Background: an optimization exercise with open tools, aiming at small area. Do not read the settings as production practice. In this exercise RTL edits were held to simulation tests only and were not proved equivalent to the original. Power figures rest on the tool's default switching activity, not on a simulated workload.

--- config.mk ---
export PLATFORM = sky130hd
export DESIGN_NAME = csr_top
export DESIGN_NICKNAME = csr_top
export VERILOG_FILES = /design/flow/design.v
export SDC_FILE = /design/flow/constraint.sdc
export NUM_CORES = 4
export LEC_CHECK = 0
export ABC_AREA = 1
export CAP_MARGIN = 20
export CORE_MARGIN = 2
export CORE_UTILIZATION = 65
export CTS_BUF_LIST = sky130_fd_sc_hd__clkbuf_4
export PLACE_DENSITY = 0.75
export SLEW_MARGIN = 20
--- constraint.sdc ---
create_clock -name core_clock -period 5.0 [get_ports {i_clk}]
set_input_delay 1.0000 -clock core_clock [delete_from_list [all_inputs] [get_ports {i_clk}]]
set_output_delay 1.0000 -clock core_clock [all_outputs]
set_load 0.01 [all_outputs]
--- design.v ---
`timescale 1ns/1ps
`default_nettype none
module csr_top (
    input  wire logic         i_clk,
    input  wire logic         i_rst_n,
    input  wire logic         i_valid,
    input  wire logic [31:0]  i_pc,
    input  wire logic         i_except_valid,
    input  wire logic [4:0]   i_except_code,
    input  wire logic [31:0]  i_tval,
    input  wire logic [2:0]   i_sys_op,
    input  wire logic [11:0]  i_csr_addr,
    input  wire logic [31:0]  i_data,
    input  wire logic         i_flush,
    input  wire logic         i_int_ext,
    input  wire logic         i_int_timer,
    input  wire logic         i_int_soft,
    output logic              o_wb_valid,
    output logic [31:0]       o_wb_pc,
    output logic              o_wb_redirect,
    output logic [31:0]       o_data,
    output logic [1:0]        o_priv,
    output logic [31:0]       o_status,
    output logic [11:0]       o_intp,
    output logic [11:0]       o_inte
);
    logic         priv_m;      
    logic         st_mie;      
    logic         st_mpie;     
    logic         st_mpp;      
    logic [31:0]  mie;
    logic [2:0]   mip_sw;      
    logic [31:0]  mtvec;
    logic [31:0]  mscratch;
    logic [31:0]  mepc;
    logic [31:0]  mcause;
    logic [31:0]  mtval;
    logic [31:0]  cnt_lo;
    logic [31:0]  cnt_hi;
    logic         valid_q;
    logic         redirect_q;
    logic [31:0]  pc_q;
    logic [31:0]  data_q;
    logic ev, mark_int, mark_sys, sys;
    logic is_exc, is_int, is_ecall, is_ebreak, is_mret, is_csr, is_trap;
    assign ev        = i_valid & i_except_valid;
    assign mark_int  = (i_except_code == 5'd25);
    assign mark_sys  = (i_except_code == 5'd24);
    assign sys       = ev & mark_sys;
    assign is_exc    = ev & ~mark_int & ~mark_sys;
    assign is_int    = ev & mark_int;
    assign is_ecall  = sys & (i_sys_op == 3'd1);
    assign is_ebreak = sys & (i_sys_op == 3'd2);
    assign is_mret   = sys & (i_sys_op == 3'd3);
    assign is_csr    = sys & i_sys_op[2] & ~(i_sys_op[1] & i_sys_op[0]);
    assign is_trap   = is_exc | is_int | is_ecall | is_ebreak;
    logic a_mstatus, a_misa, a_mie, a_mtvec, a_mscratch, a_mepc, a_mcause, a_mtval, a_mip;
    logic a_mcycle, a_mcycleh, a_cycle, a_cycleh;
    assign a_mstatus  = (i_csr_addr == 12'h300);
    assign a_misa     = (i_csr_addr == 12'h301);
    assign a_mie      = (i_csr_addr == 12'h304);
    assign a_mtvec    = (i_csr_addr == 12'h305);
    assign a_mscratch = (i_csr_addr == 12'h340);
    assign a_mepc     = (i_csr_addr == 12'h341);
    assign a_mcause   = (i_csr_addr == 12'h342);
    assign a_mtval    = (i_csr_addr == 12'h343);
    assign a_mip      = (i_csr_addr == 12'h344);
    assign a_mcycle   = (i_csr_addr == 12'hb00);
    assign a_mcycleh  = (i_csr_addr == 12'hb80);
    assign a_cycle    = (i_csr_addr == 12'hc00);
    assign a_cycleh   = (i_csr_addr == 12'hc80);
    logic [31:0] mip_rd, status_rd, rd;
    assign mip_rd    = {20'b0, mip_sw[2] | i_int_ext, 3'b0, mip_sw[1] | i_int_timer, 3'b0,
                        mip_sw[0] | i_int_soft, 3'b0};
    assign status_rd = {19'b0, st_mpp, st_mpp, 3'b0, st_mpie, 3'b0, st_mie, 3'b0};
    logic s_data, s_mtvec, s_mepc, s_mepc0, s_mstatus, s_misa, s_mie, s_mscratch;
    logic s_mcause, s_mtval, s_mip, s_lo, s_hi;
    assign s_data     = ~(is_trap | is_mret | is_csr);
    assign s_mtvec    = is_trap | (is_csr & a_mtvec);
    assign s_mepc0    = is_csr & a_mepc;
    assign s_mepc     = is_mret | s_mepc0;
    assign s_mstatus  = is_csr & a_mstatus;
    assign s_misa     = is_csr & a_misa;
    assign s_mie      = is_csr & a_mie;
    assign s_mscratch = is_csr & a_mscratch;
    assign s_mcause   = is_csr & a_mcause;
    assign s_mtval    = is_csr & a_mtval;
    assign s_mip      = is_csr & a_mip;
    assign s_lo       = is_csr & (a_mcycle | a_cycle);
    assign s_hi       = is_csr & (a_mcycleh | a_cycleh);
    assign rd = ({32{s_data}}     & i_data)
              | ({32{s_mtvec}}    & mtvec)
              | ({32{s_mepc}}     & {mepc[31:1], mepc[0] & s_mepc0})
              | ({32{s_mstatus}}  & status_rd)
              | ({32{s_misa}}     & 32'h4000_1105)
              | ({32{s_mie}}      & mie)
              | ({32{s_mscratch}} & mscratch)
              | ({32{s_mcause}}   & mcause)
              | ({32{s_mtval}}    & mtval)
              | ({32{s_mip}}      & mip_rd)
              | ({32{s_lo}}       & cnt_lo)
              | ({32{s_hi}}       & cnt_hi);
    logic op_a, op_b, op_c;
    logic [31:0] wnew;
    assign op_a = i_rst_n & ~i_sys_op[1];   
    assign op_b = i_rst_n & i_sys_op[0];    
    assign op_c = i_rst_n & i_sys_op[1];    
    assign wnew = (i_data & {32{op_a}}) | (rd & ({32{op_b}} | ({32{op_c}} & ~i_data)));
    logic upd, cw, tw, mw;
    assign upd = i_rst_n & ~i_flush;
    assign cw  = upd & is_csr;
    assign tw  = upd & is_trap;
    assign mw  = upd & is_mret;
    logic [2:0]  icode;   
    logic        r11, r7, r3;
    logic [31:0] t_cause, t_tval;
    assign r11 = mie[11] & (mip_sw[2] | i_int_ext);
    assign r7  = mie[7]  & (mip_sw[1] | i_int_timer);
    assign r3  = mie[3]  & (mip_sw[0] | i_int_soft);
    assign icode = {r11, ~r11 & ~r3 & r7, r11 | r3 | r7};
    always_comb begin
        if (is_exc)         t_cause = {27'b0, i_except_code};
        else if (is_ecall)  t_cause = {28'b0, 1'b1, 1'b0, priv_m, priv_m};
        else if (is_ebreak) t_cause = 32'd3;
        else                t_cause = {1'b1, 27'b0, icode[2], icode[1], icode[0], icode[0]};
    end
    assign t_tval = ({32{is_exc}} & i_tval) | ({32{is_ebreak}} & i_pc);
    always_ff @(posedge i_clk) begin
        if (!i_rst_n || (cw && a_mtvec))    mtvec    <= wnew;
        if (!i_rst_n || (cw && a_mscratch)) mscratch <= wnew;
        if (!i_rst_n || (cw && a_mie))      mie      <= wnew;
        if (tw)                             mepc     <= i_pc;
        else if (!i_rst_n || (cw && a_mepc)) mepc    <= wnew;
        if (tw)                             mcause   <= t_cause;
        else if (!i_rst_n || (cw && a_mcause)) mcause <= wnew;
        if (tw)                             mtval    <= t_tval;
        else if (!i_rst_n || (cw && a_mtval)) mtval  <= wnew;
        if (!i_rst_n || (cw && a_mip))      mip_sw   <= {wnew[11], wnew[7], wnew[3]};
    end
    always_ff @(posedge i_clk) begin
        if (!i_rst_n) begin
            priv_m  <= 1'b1;
            st_mie  <= 1'b0;
            st_mpie <= 1'b0;
            st_mpp  <= 1'b0;
        end else if (tw) begin
            priv_m  <= 1'b1;
            st_mie  <= 1'b0;
            st_mpie <= st_mie;
            st_mpp  <= priv_m;
        end else if (mw) begin
            priv_m  <= st_mpp;
            st_mie  <= st_mpie;
        end else if (cw && a_mstatus) begin
            st_mie  <= wnew[3];
            st_mpie <= wnew[7];
            st_mpp  <= wnew[12] | wnew[11];
        end
    end
    logic        lo_carry;
    assign lo_carry = &cnt_lo;
    always_ff @(posedge i_clk) begin
        if (!i_rst_n || (cw && a_mcycle))  cnt_lo <= wnew;
        else                               cnt_lo <= cnt_lo + 32'd1;
        if (!i_rst_n || (cw && a_mcycleh)) cnt_hi <= wnew;
        else                               cnt_hi <= cnt_hi + {31'd0, lo_carry};
    end
    always_ff @(posedge i_clk) begin
        valid_q    <= upd & i_valid;
        redirect_q <= upd & (is_trap | is_mret);
        pc_q       <= i_pc;
        data_q     <= rd;
    end
    assign o_wb_valid    = valid_q;
    assign o_wb_redirect = redirect_q;
    assign o_wb_pc       = pc_q;
    assign o_data        = data_q;
    assign o_priv        = {priv_m, priv_m};
    assign o_status      = status_rd;
    assign o_intp        = mip_rd[11:0];
    assign o_inte        = mie[11:0];
endmodule
`default_nettype wire
--- run.sh ---
#!/bin/bash
# synth_recipe.tcl (not shown) runs the flow's synth.tcl, then flattens the netlist and writes it again
# the make line also repeats each setting of config.mk as NAME=value (left out here)
make -C /OpenROAD-flow-scripts/flow DESIGN_CONFIG=/design/flow/config.mk WORK_HOME=/design/flow/orfs CLKGATE_MAP_FILE= SYNTH_SCRIPT=/design/flow/synth_recipe.tcl finish
==> run notes, run 1 <==
setup TNS 0 ns; total core area between 0.02 and 0.025 mm^2; Primary FF master, synth edfxtp_1; antenna-violating nets left 0; critical path fanouts, max 4; VDD IR max 0.261 mV; placed inst area 0.0177 mm^2; CP peak stage delay between 0.3 and 0.4 ns; nets@finish around 2200; Setup crit end cnt_hi[30]$_DFF_P_; element type at the critical path start flop; initial core utilization 66.3%; critical path type flop to flop; Initial DRC Count about 1800; total CTS buffers 84; syn avg cell area 8.58 um^2; WP data arrival 5.14 ns; Hold Crit Class flop to flop; Worst-path clk slew around 0.070 ns; Global Route Usage Sum between 30% and 40%; Routed WL per cell ~19 um; commonest non-fill, non-tap cell in the layout nand2_1; Seq/Total Area, Yosys around 55%; period utilization 89.4%; cell count after synthesis about 1800; Num Clock Sinks about 330; Die H 159 um; cells on worst reg2reg path 25; Post-synth ARST share 0%; Die Area around 0.025 mm^2; CP Launch Point cnt_lo[0]$_DFF_P_; Worst Max-Slew Pin Slew 0.955 ns; fin. max-slew vios 0; Final min period approximately 4.5 ns; first-pass GRT wire length roughly 73 mm; layout cells sized above 1 around an eighth; status timing/DRC/antenna clean; critical path data required time 5.67 ns; RD Place Congestion 0.987; Worst Skew 0.0533 ns; Row Count 56; largest net degree at the start of global routing 43; DRC Markers 0; Reg2Reg Setup Slack between 0.5 and 0.6 ns; Worst path top cell family by delay simple AND/OR/NAND/NOR gates; crit end category flop; RSZ-0062 raised after global routing false; CTS tree done; Via density 5.74; die width 159 um; Layout Cells excl Fill about 2400; clk root buf clkbuf_4; setup violators final 0; DRT Wirelength ~48 mm; synthesized cell area 0.0156 mm^2; YS warnings 1; DR pass1 iterations 6; Yosys cell types 46; Clock Path Buffers 3; P_leak 8.20 nW; port bufs 210; fin util approximately four fifths; worst reg2reg path startpoint cnt_lo[0]$_DFF_P_; pwr dens 339 mW/mm^2; relative slew slack about 36%; Hold-fix buffers, CTS 0; reg2reg end cnt_hi[30]$_DFF_P_; Vias 14029; clock latency (worst-skew pair) 0.75 ns; Max Clk Rate 224 MHz; Final Cell Area 0.0189 mm^2; most frequent cells in the layout nand2_1, clkdlybuf4s50_1, edfxtp_1, inv_1, nor2_1; Cells after DPL 2287; register bit total from synthesis 329; post-DP HPWL ~34 mm; CTS H-tree lvls 3; # Max-Cap Violations 0; Worst Path Buf+Inv 1; area grow syn2layout 21.2%; total grt overflow 0; Worst path depth 25; EDFF count, synth roughly 200; I/O pins 248; via count of the first global-routing pass 13603; Fin. Hold Viols 0; initial antenna violation count 1; CP max stage cell dfxtp_1; filler instances roughly 1600
-- final cells by class --
cell class	instances	area (um^2)	share of cell area [%]
flip-flops and latches	329	8540	45.3
multi-input cells	1253	5900	31.3
repair buffers	236	2320	12.3
clock buffers	138	1040	5.49
inverters	151	567	3.00
well taps	319	399	2.12
clock inverters	19	101	0.537
diodes	1	2.50	0.0133
-- Yosys cell counts (2+ instances only) --
master,number,area (um^2)
xor2_1,25,219
nor3_2,2,20.0
ha_1,3,37.5
xnor2_1,8,70.1
inv_1,142,533
edfxtp_1,195,5860
buf_6,7,78.8
nor3_1,37,185
nor2_1,144,541
o22ai_1,4,25.0
a22o_1,9,78.8
nor2_2,4,25.0
a21oi_1,59,295
clkinv_1,3,11.3
o31ai_1,3,22.5
o21ai_1,13,65.1
nand3_2,16,160
nor2_4,4,45.0
nand3_1,60,300
a31oi_1,14,87.6
nand2_2,42,263
inv_2,6,22.5
nand2_1,596,2240
buf_4,64,480
dfxtp_1,134,2680
buf_2,15,75.1
o211ai_1,9,67.6
nand3b_1,4,30.0
nor4_1,7,43.8
a211oi_1,3,22.5
nand4_2,5,62.6
clkbuf_1,29,109
o21ai_0,107,536
a221oi_1,2,17.5
nand4_1,26,163
or2_1,2,12.5
-- cells by family (layout without fill, tap and decap cells) --
| family | count (synthesis) | after routing | synth area share, % |
|---|---|---|---|
| XOR/XNOR | 33 | 33 | 1.86 |
| other | 1 | 38 | 0.0241 |
| adder cells (fa/ha/maj) | 3 | 3 | 0.241 |
| buffers and inverters | 267 | 544 | 8.45 |
| AO/OA/AOI/OAI | 228 | 228 | 8.09 |
| AND/OR/NAND/NOR | 952 | 952 | 26.5 |
| flip-flops | 329 | 329 | 54.9 |
-- tightest hold or removal path: cells and delay by family, from the launching register on --
kind,cells,cell delay [ns]
DFF,1,0.33
AOI/OAI and AO/OA,1,0.07
and+or+nand+nor,1,0.07
-- registers in the layout, summed over array words and instances (netlist names) --
signal and count:
mtval 32, mcause 32, st_mpie 1, mepc 32
pc_q 32, data_q 32, st_mie 1, st_mpp 1
valid_q 1, mscratch 32, priv_m 1, cnt_hi 32
mip_sw 3, redirect_q 1, mie 32, cnt_lo 32
mtvec 32
-- power breakdown --
group	leakage, nW	total [mW]	switching (mW)	internal, mW
sequential	3.11	3.25	0.114	3.14
clock	0.684	2.40	1.14	1.26
combinational	4.41	0.750	0.457	0.293
-- worst min path at each step --
stage,start,end,slack (ns),depth (start not counted)
after global routing,mscratch[17]$_DFFE_PP_,data_q[17]$_DFF_P_,0.54,2
after detailed placement,mepc[15]$_DFFE_PP_,data_q[15]$_DFF_P_,0.49,2
after global placement,mepc[19]$_DFFE_PP_,data_q[19]$_DFF_P_,0.47,2
after floorplan,mie[19]$_DFFE_PP_,data_q[19]$_DFF_P_,0.45,2
after CTS,mepc[19]$_DFFE_PP_,data_q[19]$_DFF_P_,0.50,2
final,mepc[19]$_DFFE_PP_,data_q[19]$_DFF_P_,0.50,2
-- timing repair --
item	in CTS	in global routing
resized for setup	0	2
setup endpoints to repair	0	4
buffers inserted	0	0
-- metal layers --
layer	vias to the layer above	routed length [um]	global-route usage, %
met5	-	0	0
met4	0	1690	16.0
met3	138	6130	8.07
met2	982	21200	56.7
met1	6495	18600	52.4
li1	6414	-	-
-- metrics by stage --
step | total power [mW] | hold slack (ns) | setup slack, ns
floorplan | 3.68 | 0.447 | 0.488
global placement | 4.00 | 0.468 | 0.647
detailed placement | 4.03 | 0.487 | 0.425
CTS | 6.38 | 0.503 | 0.406
global route | 6.62 | 0.537 | 0.0248
finish | 6.40 | 0.499 | 0.528
==> run 2, diff against run 1 <==
--- a/design.v
+++ b/design.v
@@ -104,5 +104,5 @@
     logic [31:0] wnew;
-    assign op_a = i_rst_n & ~i_sys_op[1];   
-    assign op_b = i_rst_n & i_sys_op[0];    
-    assign op_c = i_rst_n & i_sys_op[1];    
+    assign op_a = i_rst_n & is_csr & ~i_sys_op[1];   
+    assign op_b = i_rst_n & is_csr & i_sys_op[0];    
+    assign op_c = i_rst_n & is_csr & i_sys_op[1];    
     assign wnew = (i_data & {32{op_a}}) | (rd & ({32{op_b}} | ({32{op_c}} & ~i_data)));
@@ -131,8 +131,5 @@
         if (!i_rst_n || (cw && a_mie))      mie      <= wnew;
-        if (tw)                             mepc     <= i_pc;
-        else if (!i_rst_n || (cw && a_mepc)) mepc    <= wnew;
-        if (tw)                             mcause   <= t_cause;
-        else if (!i_rst_n || (cw && a_mcause)) mcause <= wnew;
-        if (tw)                             mtval    <= t_tval;
-        else if (!i_rst_n || (cw && a_mtval)) mtval  <= wnew;
+        if (!i_rst_n || tw || (cw && a_mepc))   mepc   <= ({32{tw}} & i_pc) | wnew;
+        if (!i_rst_n || tw || (cw && a_mcause)) mcause <= ({32{tw}} & t_cause) | wnew;
+        if (!i_rst_n || tw || (cw && a_mtval))  mtval  <= ({32{tw}} & t_tval) | wnew;
         if (!i_rst_n || (cw && a_mip))      mip_sw   <= {wnew[11], wnew[7], wnew[3]};
==> flow/run.sh (new file) <==
#!/bin/bash
# Own layout flow: the standard flow (standard.sh) with three changes that only affect
# how the layout is built: an area-only ABC mapping script in synthesis, the smallest buffer
# (buf_1) as the port buffer on every input and output, and nothing else changed.
set -euo pipefail
W=$(pwd)
export AREA_ABC_SCRIPT="$W/flow/abc_area_only.script"
export FLOW_SYNTH_TCL="$W/synth_recipe.tcl"
export BUFFER_PORTS_ARGS="-buffer_cell sky130_fd_sc_hd__buf_1"
bash standard.sh SYNTH_SCRIPT="$W/flow/synth_area.tcl" finish > "$W/flow_make.log" 2>&1
==> flow/abc_area_only.script (new file) <==
strash
&get -n
&st
&dc2
&dch -x -C 5000
&nf -a -R 1000
&put
strash
&get -n
&st
&dc2
&dch -x -C 5000
&nf -a -R 1000
&put
strash
&get -n
&st
&dc2
&dch -x -C 5000
&nf -a -R 1000
&put
strash
&get -n
&st
&dc2
&dch -x -C 5000
&nf -a -R 1000
&put
==> flow/synth_area.tcl (new file) <==
# The standard synthesis (synth_recipe.tcl, sourced unchanged) with one difference: the
# combinational mapping runs an area-only ABC script. Flip-flop mapping, flattening and
# naming are untouched, so the registers match the standard synthesis.
proc abc {args} {
  set i [lsearch -exact $args -script]
  if { $i >= 0 } {
    set args [lreplace $args [expr { $i + 1 }] [expr { $i + 1 }] $::env(AREA_ABC_SCRIPT)]
  }
  yosys abc {*}$args
}
source $::env(FLOW_SYNTH_TCL)
==> standard.sh (new file) <==
#!/bin/bash
# synth_recipe.tcl (not shown) runs the flow's synth.tcl, then flattens the netlist and writes it again
# the make line also repeats each setting of config.mk as NAME=value (left out here)
make -C /OpenROAD-flow-scripts/flow DESIGN_CONFIG=/design/flow/config.mk WORK_HOME=/design/flow/orfs CLKGATE_MAP_FILE= SYNTH_SCRIPT=/design/flow/synth_recipe.tcl "${@:-finish}"
--- a/config.mk
+++ b/config.mk
@@ -11,3 +11,5 @@
 export CORE_UTILIZATION = 65
-export CTS_BUF_LIST = sky130_fd_sc_hd__clkbuf_4
+export CTS_BUF_LIST = sky130_fd_sc_hd__clkbuf_16
+export CTS_CLUSTER_DIAMETER = 120
+export CTS_CLUSTER_SIZE = 25
 export PLACE_DENSITY = 0.75
removed: run.sh
==> run 2 against run 1 <==
  * Final area down 18%
  * Die area shrank 13%
  * Clock power is 38% lower
  * Clock skew decreased by 0.023 ns
  * First-iteration DRC count shrank 25%
  * Clock-buffer cell count fell by 121
  * Worst hold slack got worse by 0.017 ns
  * Critical path type unchanged
  * Largest power group unchanged
==> run notes, run 2 <==
Internal Power 3.70 mW; pwr dens 309 mW/mm^2; initial antenna violation count 0; YS warnings 1; top-area cell type share of the netlist area 43.6%; Switching Share a little under a quarter; fin util 76.7%; share of total power in sequential cells 62.8%; placed inst area about 0.015 mm^2; Worst Hold Launch mepc[2]$_DFFE_PP_; Row Count 52; Worst Max-Slew Pin Slew 0.958 ns; total core area 0.0202 mm^2; Die Area approximately 0.022 mm^2; P_leak about 5.8 nW; initial core utilization approximately two thirds; fin. max-slew vios 0; Worst Skew 0.0303 ns; clk root buf clkbuf_16; largest net degree at the start of global routing 50; top cells by count, synth edfxtp_1, nand2_1, dfxtp_1; critical path data required time approximately 5.4 ns; first-pass GRT wire length 58.0 mm; layout cells sized above 1 ~8.5%; critical path fanouts, max 4; Fin. Hold Viols 0; Final min period 4.80 ns; most frequent cells in the layout buf_1, edfxtp_1, nand2_1, dfxtp_1, o21ai_0; via count of the first global-routing pass between 10000 and 15000; DR pass1 iterations 7; setup violators final 0; DRT Wirelength 38.7 mm; total grt overflow 0; Antenna Cells 0; commonest non-fill, non-tap cell in the layout buf_1; relative slew slack 36.1%; Num Clock Sinks 329; Routed WL per cell 23.4 um; Worst-path clk slew 0.11 ns; Clk pwr share 30.7%; Final Cell Area 0.0155 mm^2; CP peak stage delay 0.35 ns; Primary FF master, synth edfxtp_1; Hold Crit Class flop to flop; die width around 150 um; Die H between 100 and 150 um; I/O pins 248; antenna-violating nets left 0; CTS tree done; dominant cells by area after synthesis edfxtp_1, dfxtp_1, nand2_1, a222oi_1, buf_4; most frequent CP cell and3_4; total CTS buffers 17; register bit total from synthesis 329; synthesized cell area 0.0134 mm^2; Global Route Usage Sum 34.5%; crit end category flop; Yosys cell types 44; clock latency (worst-skew pair) roughly 0.5 ns; Seq/Total Area, Yosys 63.5%; element type at the critical path start flop; status timing/DRC/antenna clean; nets@finish 1499; Clock Path Buffers 3; port bufs 210; combinational share of power under 10%; Post-synth ARST share 0%; Initial DRC Count roughly 1400; worst reg2reg path startpoint cnt_lo[1]$_DFF_P_; syn avg cell area 12.2 um^2; period utilization 96.1%; Max Clk Rate between 200 and 250 MHz; P_sw 1.10 mW; CTS H-tree lvls 1; post-DP HPWL 25.4 mm; VDD IR max about 0.3 mV; Vias 10862; Via density 6.58; EDFF count, synth 195; CP max stage cell dfxtp_2; CP Launch Point cnt_lo[1]$_DFF_P_; count leader, synth edfxtp_1; WP data arrival 5.18 ns; DRC Markers 0; critical path type flop to flop; Cells after DPL about 1600; area grow syn2layout 15.5%; cell count after synthesis 1102; post-synth top area cell edfxtp_1; Layout Cells excl Fill 1652; RD Place Congestion 0.931; # Max-Cap Violations 0
## run 2: cell count changes after synthesis, sizes merged, moves of 46 or more
cell / change
nand2: -492
inv: -148
nor2: -112
a222oi: +49
a22oi: +46
## run 2: path summary, 6_finish.rpt
path                         to  cells after the start  slack, ns
max          cnt_hi[30]$_DFF_P_                     28       0.20
max reg2reg  cnt_hi[30]$_DFF_P_                     28       0.20
min reg2reg   data_q[2]$_DFF_P_                      2       0.48
min           data_q[2]$_DFF_P_                      2       0.48
## run 2: worst max-delay path, delay by kind of cell (launching register included)
family / cells / cell delay (ns)
buf+inv: 1 / 0.08
fa+ha+maj: 3 / 0.52
flops: 1 / 0.35
compound gates: 1 / 0.08
simple gates: 22 / 3.47
xor+xnor: 1 / 0.16
## run 2: cell type report
type                            count  area [um^2]
Sequential cell                   329         8540
Multi-Input combinational cell    739         4800
Fill cell                        1387         4710
Timing Repair Buffer              270         1300
Clock buffer                       17          425
Tap cell                          270          338
Clock inverter                     12         71.3
Inverter                           15         56.3
## run 2: metrics by stage
stage	hold slack [ns]	setup WS (ns)	total power, mW	TNS (ns)
finish	0.482	0.195	4.80	0
global route	0.527	-0.136	4.93	-0.475
CTS	0.489	0.00261	4.80	0
detailed placement	0.471	0.000980	3.38	0
global placement	0.453	0.133	3.37	0
floorplan	0.443	0.0259	3.24	0
## run 2: repair_timing
action	in CTS	in global routing
buffers inserted	0	8
hold buffers	0	0
pin swaps	0	8
gates resized for setup	1	27
setup endpoints to repair	2	13
## run 2: kinds of logic after synthesis
| family | Yosys count | share of synthesized area [%] |
|---|---|---|
| compound gates | 374 | 20.7 |
| buf+inv | 70 | 3.49 |
| flops | 329 | 63.5 |
| mux | 2 | 0.149 |
| fa+ha+maj | 3 | 0.279 |
| xor+xnor | 31 | 2.02 |
| other cells | 1 | 0.0279 |
| simple gates | 292 | 9.81 |
## run 2: power by group through the flow
stage | logic (mW) | clock network, mW | registers (mW)
final | 0.309 | 1.48 | 3.02
after global routing | 0.333 | 1.57 | 3.03
after CTS | 0.305 | 1.48 | 3.02
after detailed placement | 0.304 | 0 | 3.08
after global placement | 0.298 | 0 | 3.07
after floorplan | 0.149 | 0 | 3.09
## run 2: layer usage
metal	track usage (%)	up-vias	wire length [um]
li1	-	4849	-
met1	48.4	5171	14800
met2	55.7	757	18300
met3	4.75	85	4420
met4	12.5	0	1140
met5	0	-	0
==> run 3, diff against run 2 <==
--- a/design.v
+++ b/design.v
@@ -156,9 +156,14 @@
     end
-    logic        lo_carry;
-    assign lo_carry = &cnt_lo;
+    logic        wr_lo, lo_max;
+    assign wr_lo = !i_rst_n || (cw && a_mcycle);
     always_ff @(posedge i_clk) begin
-        if (!i_rst_n || (cw && a_mcycle))  cnt_lo <= wnew;
-        else                               cnt_lo <= cnt_lo + 32'd1;
+        if (wr_lo) begin
+            cnt_lo <= wnew;
+            lo_max <= &wnew;
+        end else begin
+            cnt_lo <= cnt_lo + 32'd1;
+            lo_max <= (cnt_lo == 32'hffff_fffe);
+        end
         if (!i_rst_n || (cw && a_mcycleh)) cnt_hi <= wnew;
-        else                               cnt_hi <= cnt_hi + {31'd0, lo_carry};
+        else                               cnt_hi <= cnt_hi + {31'd0, lo_max};
     end
==> run 3 against run 2 <==
  * Non-clock buffer count did not move
  * Synthesized cell count rose by 0.91%
  * Die area up 1.0%
  * Critical endpoint is now lo_max$_DFF_P_
  * Critical path depth decreased by 11
  * Global-route usage is 0.71 points higher
  * Sequential power about the same
  * Flip-flop and latch count grew 1
  * Critical path type is now primary input to flop
  * Highest routed layer is now met5
  * First-iteration DRC count rose by 27%
==> run notes, run 3 <==
port bufs 210; crit end category flop; Die Area 0.0221 mm^2; Internal Power 3.72 mW; area grow syn2layout 14.5%; Worst Hold Path Cells 2; clk root buf clkbuf_16; WP data arrival 4.49 ns; DRT Wirelength 38.9 mm; Worst Max-Slew Pin Slew 1.17 ns; Antenna Cells 0; setup TNS 0 ns; Max Clk Rate 246 MHz; Clk pwr share 31.0%; most frequent cells in the layout buf_1, edfxtp_1, nand2_1, dfxtp_1, o21ai_0; post-synth top area cell edfxtp_1; setup violators final 0; period utilization 81.2%; Die H 149 um; Hold Crit Class flop to flop; combinational share of power 6.4%; Pwr Total 4.84 mW; post_cts resized 0; clock latency (worst-skew pair) 0.52 ns; Yosys cell types 44; simple-gate share of the synthesized area 10.6%; Via density 6.70; placed inst area 0.0151 mm^2; Worst Skew ~0.026 ns; DRC Markers 0; initial antenna violation count 1; register bit total from synthesis 330; Seq/Total Area, Yosys a little over three fifths; Routed WL per cell around 23 um; total grt overflow 0; largest net degree at the start of global routing 34; top-area cell type share of the netlist area 43.1%; commonest non-fill, non-tap cell in the layout buf_1; YS warnings 1; Worst-path clk slew 0.10 ns; count leader, synth edfxtp_1; EDFF count, synth 195; xor/xnor share of the synthesized area 1.93%; Vias 11142; critical path fanouts, max 15; Synth Area in Adders 0.368%; DR pass1 iterations 10; RD Place Congestion around 0.93; die width 149 um; # Max-Cap Violations 0; layout cells sized above 1 6.90%; fin. max-slew vios 0; Final min period 4.06 ns; critical path type primary input to flop; Global Route Usage Sum a little over a third; initial core utilization 66.7%; Primary FF master, synth edfxtp_1; cell count after synthesis 1112; P_sw about 1.1 mW; total CTS buffers 17; antenna-violating nets left 0; share of total power in sequential cells roughly 63%; via count of the first global-routing pass 10519; CTS tree done; pwr dens ~310 mW/mm^2; Hold-fix buffers, CTS 0; Num Clock Sinks 330; CTS H-tree lvls 1; critical path data required time 5.43 ns; I/O pins 248; synthesized cell area 0.0136 mm^2; Cells after DPL around 1600; syn avg cell area 12.2 um^2; P_leak between 5 and 6 nW; nets@finish 1510; RSZ-0062 raised after global routing false; dominant cells by area after synthesis edfxtp_1, dfxtp_1, a222oi_1, nand2_1, buf_4; VDD IR max between 0.2 and 0.25 mV; Clock Path Buffers 3; element type at the critical path start primary input; largest family of logic cells by synthesized area compound AO/OA/AOI/OAI gates; post-DP HPWL approximately 26 mm; mux cell area share after synthesis 0.322%; first-pass GRT wire length 59.5 mm; post-synthesis compound-gate area fraction 20.2%; relative slew slack 22.2%; Layout Cells excl Fill 1662; cells on worst reg2reg path 15; Row Count 52; postcts setup bufs 0; total core area 0.0204 mm^2; top cells by count, synth edfxtp_1, nand2_1, dfxtp_1; Final Cell Area 0.0156 mm^2; Initial DRC Count 1744; Switching Share 23.2%; Post-synth ARST share 0%; Fin. Hold Viols 0; status timing/DRC/antenna clean
-- run 3: cell count changes after synthesis, sizes merged, moves of 6 or more --
cell,delta
nand3,-12
nand2,+15
a22o,+7
o31ai,+9
a22oi,-32
a21o,+6
a221oi,+10
and3,+10
a21oi,-6
nor2,-9
a222oi,+12
nor4,+7
-- run 3: cell type report --
class,count,area [um^2]
Inverter,17,63.8
Tap cell,270,338
Sequential cell,330,8560
Clock buffer,17,425
Multi-Input combinational cell,746,4800
Timing Repair Buffer,270,1300
Clock inverter,12,61.3
Fill cell,1386,4810
-- run 3: cells by family after synthesis --
| group | after synthesis |
|---|---|
| flip-flops | 330 |
| multiplexers | 4 |
| buffers and inverters | 72 |
| XOR/XNOR | 30 |
| adder cells (fa/ha/maj) | 4 |
| AO/OA/AOI/OAI | 359 |
| AND/OR/NAND/NOR | 312 |
| other | 1 |
-- run 3: power groups by stage --
stage / Clock [mW] / Sequential (mW) / Combinational (mW)
CTS: 1.50 / 3.03 / 0.303
global placement: 0 / 3.09 / 0.294
finish: 1.50 / 3.03 / 0.308
floorplan: 0 / 3.10 / 0.149
detailed placement: 0 / 3.09 / 0.301
global route: 1.60 / 3.04 / 0.331
-- run 3: through the flow --
step | setup WS (ns) | hold slack [ns] | utilization, %
floorplan | 0.127 | 0.444 | -
global placement | 0.612 | 0.461 | 74.0
detailed placement | 0.505 | 0.467 | 74.0
CTS | 1.03 | 0.497 | 76.4
global route | 0.607 | 0.511 | 76.4
finish | 0.938 | 0.496 | 76.4
-- run 3: worst paths after layout --
path | start | to | slack [ns]
setup reg to reg | lo_max$_DFF_P_ | cnt_hi[31]$_DFF_P_ | 1.01
hold reg to reg | mcause[2]$_DFFE_PP_ | data_q[2]$_DFF_P_ | 0.50
hold / removal | mcause[2]$_DFFE_PP_ | data_q[2]$_DFF_P_ | 0.50
setup / recovery | i_except_code[1] | lo_max$_DFF_P_ | 0.94
-- run 3: routing by layer --
layer	GRT usage, %	up-vias	part of all wire (%)
met1	50.4	5300	39
met3	6.32	87	12
met4	10.9	2	2.6
met5	0	-	0.041
li1	-	4914	-
met2	55.4	839	46
-- run 3: critical path, stage by stage --
cell      delay (ns)
buf_1           0.08
nor2_1          0.10
nand3_1         0.14
nor4_1          0.31
and3b_1         0.26
nand3_1         0.25
or4_1           0.63
nand2_1         0.12
buf_4           0.27
a222oi_1        0.10
and3_1          0.16
clkinv_1        0.05
a22o_1          0.31
nand4_1         0.26
nor4_1          0.23
nand3_1         0.10
o21ai_0         0.09
==> run 4, diff against run 3 <==
==> flow/run.sh (replaced) <==
#!/bin/bash
# Own layout flow: the standard flow (standard.sh) with two changes that only affect how
# the layout is built: area-only ABC mapping in synthesis (best of the flow/abc_a*.script
# scripts), and the smallest buffer (buf_1) as the port buffer on every input and output.
set -euo pipefail
W=$(pwd)
export AREA_ABC_DIR="$W/flow"
export AREA_STAT_FILE="$W/abc_area_stat.txt"
export FLOW_SYNTH_TCL="$W/synth_recipe.tcl"
export BUFFER_PORTS_ARGS="-buffer_cell sky130_fd_sc_hd__buf_1"
bash standard.sh SYNTH_SCRIPT="$W/flow/synth_area.tcl" finish > "$W/flow_make.log" 2>&1
==> flow/abc_a1.script (new file) <==
strash
&get -n
&st
&dc2
&dch -x -C 5000
&nf -a -R 1000
&put
strash
&get -n
&st
&dc2
&dch -x -C 5000
&nf -a -R 1000
&put
strash
&get -n
&st
&dc2
&dch -x -C 5000
&nf -a -R 1000
&put
strash
&get -n
&st
&dc2
&dch -x -C 5000
&nf -a -R 1000
&put
==> flow/abc_a2.script (new file) <==
strash
&get -n
&st
&dch -x -C 5000
&nf -a -R 1000
&put
strash
&get -n
&st
&dch -x -C 5000
&nf -a -R 1000
&put
strash
&get -n
&st
&dch -x -C 5000
&nf -a -R 1000
&put
==> flow/abc_a3.script (new file) <==
strash
&get -n
&st
&dch -x -C 5000
&nf -a -R 1000
&put
strash
&get -n
&st
&dch -x -C 5000
&nf -a -R 1000
&put
strash
&get -n
&st
&dch -x -C 5000
&nf -a -R 1000
&put
strash
&get -n
&st
&dch -x -C 5000
&nf -a -R 1000
&put
strash
&get -n
&st
&dch -x -C 5000
&nf -a -R 1000
&put
strash
&get -n
&st
&dch -x -C 5000
&nf -a -R 1000
&put
==> flow/abc_a4.script (new file) <==
strash
&get -n
&st
&dch -x
&nf -a
&put
strash
&get -n
&st
&dch -x
&nf -a
&put
==> flow/abc_a5.script (new file) <==
strash
&get -n
&st
&syn2
&dch -x -C 5000
&nf -a -R 1000
&put
strash
&get -n
&st
&dch -x -C 5000
&nf -a -R 1000
&put
==> flow/synth_area.tcl (replaced) <==
# The standard synthesis (synth_recipe.tcl, sourced unchanged) with one difference: the
# combinational mapping tries a few area-only ABC scripts (flow/abc_a*.script) and keeps the
# smallest result. Flip-flop mapping, flattening and naming are untouched, so the registers
# match the standard synthesis.
proc abc {args} {
  set i [lsearch -exact $args -script]
  set l [lsearch -exact $args -liberty]
  if { $i < 0 || $l < 0 } {
    yosys abc {*}$args
    return
  }
  set lib [lindex $args [expr { $l + 1 }]]
  yosys design -save abc_pre
  set best_area 1e30
  set best ""
  foreach s [lsort [glob $::env(AREA_ABC_DIR)/abc_a*.script]] {
    yosys design -load abc_pre
    yosys abc {*}[lreplace $args [expr { $i + 1 }] [expr { $i + 1 }] $s]
    yosys tee -q -o $::env(AREA_STAT_FILE) stat -liberty $lib
    set f [open $::env(AREA_STAT_FILE)]
    set txt [read $f]
    close $f
    set area 1e30
    regexp {Chip area for module[^:]*:\s*([0-9.eE+]+)} $txt -> area
    puts "AREA_ABC $s $area"
    if { $area < $best_area } {
      set best_area $area
      set best $s
      yosys design -save abc_best
    }
  }
  puts "AREA_ABC chosen $best $best_area"
  yosys design -load abc_best
}
source $::env(FLOW_SYNTH_TCL)
--- a/config.mk
+++ b/config.mk
@@ -11,5 +11,5 @@
 export CORE_UTILIZATION = 65
-export CTS_BUF_LIST = sky130_fd_sc_hd__clkbuf_16
-export CTS_CLUSTER_DIAMETER = 120
-export CTS_CLUSTER_SIZE = 25
+export CTS_BUF_LIST = sky130_fd_sc_hd__clkbuf_8
+export CTS_CLUSTER_DIAMETER = 80
+export CTS_CLUSTER_SIZE = 14
 export PLACE_DENSITY = 0.75
removed: flow/abc_area_only.script
==> run 4 against run 3 <==
  * Total power down 2.3%
  * Final cell count up 0.48%
  * Critical path type unchanged
  * Final area down 0.45%
  * Sequential power about the same
  * Worst setup slack worse by 0.079 ns
  * Still clean on timing, DRC and antenna
  * Register-to-register slack better by 0.35 ns
  * Wire length up 4.4%
  * Critical path depth unchanged
  * Clock-buffer cell count up 10
==> run notes, run 4 <==
total core area 0.0204 mm^2; Vias 11166; port bufs 210; post_cts resized 0; die width 148 um; most frequent cells in the layout buf_1, edfxtp_1, dfxtp_1, nand2_1, o21ai_0; cell count after synthesis 1100; antenna-violating nets left 0; Max Clk Rate between 200 and 250 MHz; Post-synth ARST share 0%; status timing/DRC/antenna clean; P_leak about 5.8 nW; Row Count 52; Global Route Usage Sum 36.3%; Num Clock Sinks 330; crit-path cells buf_1 -> nor2_1 -> nand3_1 -> nor2_1 -> and3_1 -> and4b_1 -> and2_0 -> and3_1 -> buf_4 -> a222oi_1 -> nand4_1 -> a221o_1 -> a22o_1 -> nand3_1 -> nor3_1 -> nand3_1 -> o31ai_1; total grt overflow 0; post-DP HPWL 26.3 mm; setup violators final 0; Seq/Total Area, Yosys 63.2%; Via density 6.69; RSZ-0062 raised after global routing false; commonest non-fill, non-tap cell in the layout buf_1; CP max stage cell and3_1; DRT Wirelength between 40 and 50 mm; area occupied by multi-input gates 0.00473 mm^2; CTS H-tree lvls 1; largest net degree at the start of global routing 44; post-synth top area cell edfxtp_1; sequential cell area between 0.008 and 0.009 mm^2; Die Area 0.0220 mm^2; layout cells sized above 1 under 10%; Routed WL per cell ~24 um; Worst-path clk slew ~0.10 ns; EDFF count, synth 195; Die H 148 um; RD Place Congestion between 0.9 and 1; dominant cells by area after synthesis edfxtp_1, dfxtp_1, a222oi_1, a221o_1, nand2_1; xor/xnor share of the synthesized area under 10%; clk root buf clkbuf_8; YS warnings 1; area grow syn2layout 14.4%; clock latency (worst-skew pair) ~0.6 ns; syn avg cell area 12.3 um^2; initial antenna violation count 1; pwr dens around 310 mW/mm^2; most frequent CP cell nand3_1; critical path data required time 5.51 ns; Hold Crit Class flop to flop; critical path fanouts, max 14; CTS tree done; Clock Path Buffers 3; postcts setup bufs 0; simple-gate share of the synthesized area 10.3%; nets@finish 1508; Fin. Hold Viols 0; Worst Hold End data_q[3]$_DFF_P_; post-synthesis compound-gate area fraction 19.6%; top-area cell type share of the netlist area 43.3%; worst reg2reg path startpoint cnt_hi[0]$_DFF_P_; via count of the first global-routing pass between 10000 and 15000; initial core utilization 66.4%; period utilization a little over 80%; synthesized cell area 0.0135 mm^2; first-pass GRT wire length 60.7 mm; Worst path top cell family by delay simple AND/OR/NAND/NOR gates; Hold-fix buffers, CTS 0; Initial DRC Count 1490; DRC Markers 0; mux cell area share after synthesis 0.314%; critical path type primary input to flop; element type at the critical path start primary input; placed inst area approximately 0.015 mm^2; Final min period 4.14 ns; CP peak stage delay 0.39 ns; Worst Hold Launch mtvec[3]$_DFFE_PP_; fin. max-slew vios 0; register bit total from synthesis 330; filler instances 1401; setup TNS 0 ns; Worst Skew 0.0211 ns; VDD IR max ~0.25 mV; DR pass1 iterations 8; I/O pins 248; reg2reg end cnt_hi[31]$_DFF_P_; Worst Max-Slew Pin Slew 1.11 ns; cells on worst reg2reg path 15; Reg2Reg Setup Slack 1.36 ns; Worst Path Buf+Inv 2; Antenna Cells 0; Synth Area in Adders 0.370%; crit end category flop; relative slew slack 26.0%; WP data arrival between 4 and 5 ns; Primary FF master, synth edfxtp_1; largest family of logic cells by synthesized area compound AO/OA/AOI/OAI gates; top cells by count, synth edfxtp_1, dfxtp_1, nand2_1; total CTS buffers 27; Final Cell Area 0.0155 mm^2; fin util 76.0%; count leader, synth edfxtp_1; # Max-Cap Violations 0; Worst Hold Path Cells 2; Yosys cell types 42
==> run 4: changes by cell type after synthesis, sizes merged, moves of 5 or more <==
cell    previous run  this run
nand2            161       123
a221oi            26        15
nand3             27        55
nor4              10         2
nand4             14        24
and3              27        21
a21oi             26        31
a221o             32        53
a21boi             8         2
nor2              31        45
o31ai             28        20
xnor2             11        16
==> run 4: logic make-up (layout without fill, tap and decap cells) <==
group / after synthesis / after routing
flip-flops: 330 / 330
AND/OR/NAND/NOR: 302 / 302
XOR/XNOR: 38 / 38
other: 1 / 37
buffers and inverters: 76 / 340
adder cells (fa/ha/maj): 4 / 4
AO/OA/AOI/OAI: 345 / 345
multiplexers: 4 / 4
==> run 4: metrics by stage <==
stage               power [mW]  hold slack [ns]  setup slack, ns  cells
global route              4.87            0.507            0.600   1670
detailed placement        3.41            0.459            0.411   1621
finish                    4.73            0.474            0.859   1670
floorplan                 3.26            0.437          0.00969   1136
global placement          3.40            0.448            0.561   1621
CTS                       4.73            0.478            0.999   1670
==> run 4: tightest hold or removal path: stages, from the launching register on <==
cell	delay, ns
edfxtp_1	0.34
a221oi_1	0.08
clkinv_1	0.05
==> run 4: area by class of cell <==
cell class	instances	area share, %
Clock inverter	22	0.590
Sequential cell	330	55.3
Multi-Input combinational cell	730	30.6
Clock buffer	27	2.40
Inverter	21	0.509
Timing Repair Buffer	270	8.49
Tap cell	270	2.18
==> run 4: report_power, final <==
group,internal [mW],switching [mW],total (mW)
sequential,2.99,0.0496,3.04
combinational,0.0930,0.220,0.313
clock,0.508,0.868,1.38
==> run 4: worst max path at each step <==
stage                     slack, ns                 end  cells past startpoint             start
after floorplan                0.01   mepc[0]$_DFFE_PP_                     10  i_except_code[1]
final                          0.86      lo_max$_DFF_P_                     17  i_except_code[1]
after CTS                       1.0  mtval[2]$_DFFE_PP_                     18  i_except_code[1]
after global placement         0.56      lo_max$_DFF_P_                     19  i_except_code[2]
after global routing           0.60  mtval[2]$_DFFE_PP_                     18  i_except_code[1]
after detailed placement       0.41  mtval[2]$_DFFE_PP_                     18  i_except_code[1]
==> run 4: metal layers <==
metal	track usage, %	part of all wire [%]	vias up	wire [um]
li1	-	-	4882	-
met1	50.1	38	5287	15400
met2	57.2	46	895	18800
met3	8.22	13	102	5300
met4	13.5	2.8	0	1150
met5	0	0	-	0
==> run 5, diff against run 4 <==
--- a/design.v
+++ b/design.v
@@ -156,14 +156,9 @@
     end
-    logic        wr_lo, lo_max;
-    assign wr_lo = !i_rst_n || (cw && a_mcycle);
+    logic        lo_carry;
+    assign lo_carry = &cnt_lo;
     always_ff @(posedge i_clk) begin
-        if (wr_lo) begin
-            cnt_lo <= wnew;
-            lo_max <= &wnew;
-        end else begin
-            cnt_lo <= cnt_lo + 32'd1;
-            lo_max <= (cnt_lo == 32'hffff_fffe);
-        end
+        if (!i_rst_n || (cw && a_mcycle))  cnt_lo <= wnew;
+        else                               cnt_lo <= cnt_lo + 32'd1;
         if (!i_rst_n || (cw && a_mcycleh)) cnt_hi <= wnew;
-        else                               cnt_hi <= cnt_hi + {31'd0, lo_max};
+        else                               cnt_hi <= cnt_hi + {31'd0, lo_carry};
     end
==> run 5 against run 4 <==
  * Still clean on timing, DRC and antenna
  * Register-to-register slack worse by 1.1 ns
  * Flip-flop and latch count is 1 lower
  * Sequential share of layout area is 0.14 points lower
  * Via count is 1.8% lower
  * Critical endpoint is now cnt_hi[31]$_DFF_P_
==> run notes, run 5 <==
status timing/DRC/antenna clean; placed inst area about 0.015 mm^2; Worst Max-Slew Pin Slew approximately 0.94 ns; Fin. Hold Viols 0; pwr dens 303 mW/mm^2; relative slew slack 37.1%; Internal Power about 3.6 mW; combinational share of power 6.6%; Initial DRC Count 1504; YS warnings 1; top-area cell type share of the netlist area 43.6%; Seq/Total Area, Yosys 63.5%; critical path type flop to flop; setup TNS 0 ns; fin. max-slew vios 0; Reg2Reg Setup Slack 0.27 ns; Pwr Total 4.69 mW; clk root buf clkbuf_8; Worst Skew around 0.023 ns; most frequent CP cell and3_4; count leader, synth edfxtp_1; post-DP HPWL 25.4 mm; critical path data required time 5.42 ns; port bufs 210; RD Place Congestion between 0.9 and 1; die width 148 um; Max Clk Rate 212 MHz; Vias 10966; critical path fanouts, max 3; Antenna Cells 0; Final min period approximately 4.7 ns; layout cells sized above 1 9.22%; P_sw 1.11 mW; worst reg2reg path startpoint cnt_lo[1]$_DFF_P_; CP max stage cell dfxtp_2; Layout Cells excl Fill 1669; EDFF count, synth 195; VDD IR max roughly 0.25 mV; register bit total from synthesis approximately 330; Primary FF master, synth edfxtp_1; Via density 6.57; total core area 0.0202 mm^2; most frequent cells in the layout buf_1, edfxtp_1, nand2_1, dfxtp_1, o21ai_0; Die H approximately 150 um; top cells by count, synth edfxtp_1, nand2_1, dfxtp_1; reg2reg end cnt_hi[31]$_DFF_P_; WP data arrival 5.15 ns; Hold Slack between 0.4 and 0.5 ns; syn avg cell area 12.2 um^2; synthesized cell area 0.0134 mm^2; I/O pins around 250; Worst Hold Path Cells 2; filler instances 1415; Routed WL per cell 23.2 um; # Max-Cap Violations 0; share of total power in sequential cells 64.4%; first-pass GRT wire length 58.4 mm; Clk pwr share 29.0%; DR pass1 iterations 8; via count of the first global-routing pass 10364; initial antenna violation count 0; Cells after DPL 1615; Final Cell Area 0.0155 mm^2; Hold-fix buffers, CTS 0; Hold Crit Class flop to flop; largest net degree at the start of global routing 50; Clock Path Buffers 3; Yosys cell types 44; crit end category flop; Global Route Usage Sum 34.7%; Worst Hold End data_q[2]$_DFF_P_; CTS tree done; area grow syn2layout 15.2%; Worst-path clk slew 0.10 ns; Num Clock Sinks 329; nets@finish roughly 1500; CP peak stage delay around 0.35 ns; post-synth top area cell edfxtp_1; DRT Wirelength just under 40 mm; period utilization between 90% and 100%; Switching Share 23.8%; dominant cells by area after synthesis edfxtp_1, dfxtp_1, nand2_1, a222oi_1, buf_4; cell count after synthesis 1102; initial core utilization about 66%; DRC Markers 0; Die Area approximately 0.022 mm^2; commonest non-fill, non-tap cell in the layout buf_1; total grt overflow 0; Post-synth ARST share 0%; clock latency (worst-skew pair) between 0.5 and 0.6 ns; setup violators final 0; CTS H-tree lvls 1; total CTS buffers 27; element type at the critical path start flop; cells on worst reg2reg path 28; P_leak 5.82 nW; antenna-violating nets left 0; Worst Hold Launch mepc[2]$_DFFE_PP_; Row Count 52
run 5: worst max-delay path by stage:
stage,from,to,slack [ns]
2_1_floorplan,i_except_code[2],mscratch[0]$_DFFE_PP_,0.03
4_1_cts,cnt_lo[1]$_DFF_P_,cnt_hi[28]$_DFF_P_,0.02
6_report,cnt_lo[1]$_DFF_P_,cnt_hi[31]$_DFF_P_,0.27
5_1_grt,cnt_lo[0]$_DFF_P_,cnt_hi[30]$_DFF_P_,-0.09
3_5_place_dp,cnt_lo[1]$_DFF_P_,cnt_hi[28]$_DFF_P_,0.001
3_3_place_gp,cnt_lo[1]$_DFF_P_,cnt_hi[28]$_DFF_P_,0.13
run 5: kinds of logic after synthesis:
group | after synthesis | share of synthesized area (%)
fa+ha+maj | 3 | 0.279
buf+inv | 70 | 3.49
xor+xnor | 31 | 2.02
simple gates | 292 | 9.81
other cells | 1 | 0.0279
flops | 329 | 63.5
compound gates | 374 | 20.7
mux | 2 | 0.149
run 5: worst max-delay path: cells and delay by family (launching register included):
family | cells | cell delay, ns
AND/OR/NAND/NOR | 22 | 3.52
flip-flops | 1 | 0.35
adder cells (fa/ha/maj) | 2 | 0.33
XOR/XNOR | 1 | 0.15
buffers and inverters | 2 | 0.14
AO/OA/AOI/OAI | 1 | 0.09
run 5: per-layer routing:
layer,track usage (%),share of wire (%),wire [um],up-vias
met5,0,0,0,-
met4,12.0,3.0,1170,0
met3,4.97,12,4810,102
met2,56.0,47,18300,842
met1,49.1,37,14500,5158
li1,-,-,-,4864
run 5: power by group through the flow:
stage / Clock (mW) / Combinational [mW] / Sequential (mW)
floorplan: 0 / 0.149 / 3.09
global placement: 0 / 0.298 / 3.07
detailed placement: 0 / 0.304 / 3.08
CTS: 1.36 / 0.305 / 3.02
global route: 1.47 / 0.334 / 3.03
finish: 1.36 / 0.309 / 3.02
run 5: area by class of cell:
type	instances	area, um^2	area share (%)
Sequential cell	329	8540	55.1
Multi-Input combinational cell	739	4810	31.1
Timing Repair Buffer	268	1290	8.31
Clock buffer	27	372	2.40
Tap cell	270	338	2.18
Clock inverter	21	83.8	0.541
Inverter	15	56.3	0.364
run 5: timing repair:
action,4_1_cts,5_1_grt
endpoints found under the setup margin,3,12
resized for setup,2,30
hold endpoints to repair,0,0
pin swaps,0,8
setup buffers,0,6
run 5: per-stage QoR:
| stage | worst slack, ns | util, % |
|---|---|---|
| final | 0.274 | 76.5 |
| after global routing | -0.0866 | 76.5 |
| after CTS | 0.0178 | 75.7 |
| after detailed placement | 0.000980 | 73.4 |
| after global placement | 0.133 | 73.4 |
| after floorplan | 0.0259 | - |

port drivers added, routing unchanged:
The results above use ideal ports. As a check the final layouts listed here were re-extracted and re-timed, cells and wires unchanged. Step 1 sets driving cells, clkbuf_16 on the clock port and buf_2 on the other inputs (assumed; they add their load-dependent delay and slew). Step 2 also shifts input and output timing later by t, the mid clock arrival at the registers, as if the neighbouring blocks saw the same clock. Three values: ideal ports, drivers, drivers and shift; two values: the first two.
| run | t (ns) | slack for setup (ns) | worst register clock-pin slew, ns | worst data-port slew with drivers (ns) |
|---|---|---|---|---|
| run 1 | 0.770 | 0.528 / 0.528 / 0.512 | 0.08 / 0.08 | 0.06 |
| run 2 | 0.542 | 0.195 / 0.195 / 0.195 | 0.11 / 0.11 | 0.08 |
| run 3 | 0.551 | 0.938 / 0.966 / 0.415 | 0.10 / 0.10 | 0.08 |
| run 4 | 0.636 | 0.859 / 0.886 / 0.250 | 0.10 / 0.10 | 0.05 |
| run 5 | 0.612 | 0.274 / 0.274 / 0.274 | 0.10 / 0.10 | 0.08 |
After both steps every run listed still meets setup and hold. For run 4, which loses most, drivers alone change the setup slack by +0.027 ns; drivers and shift together by -0.609 ns.
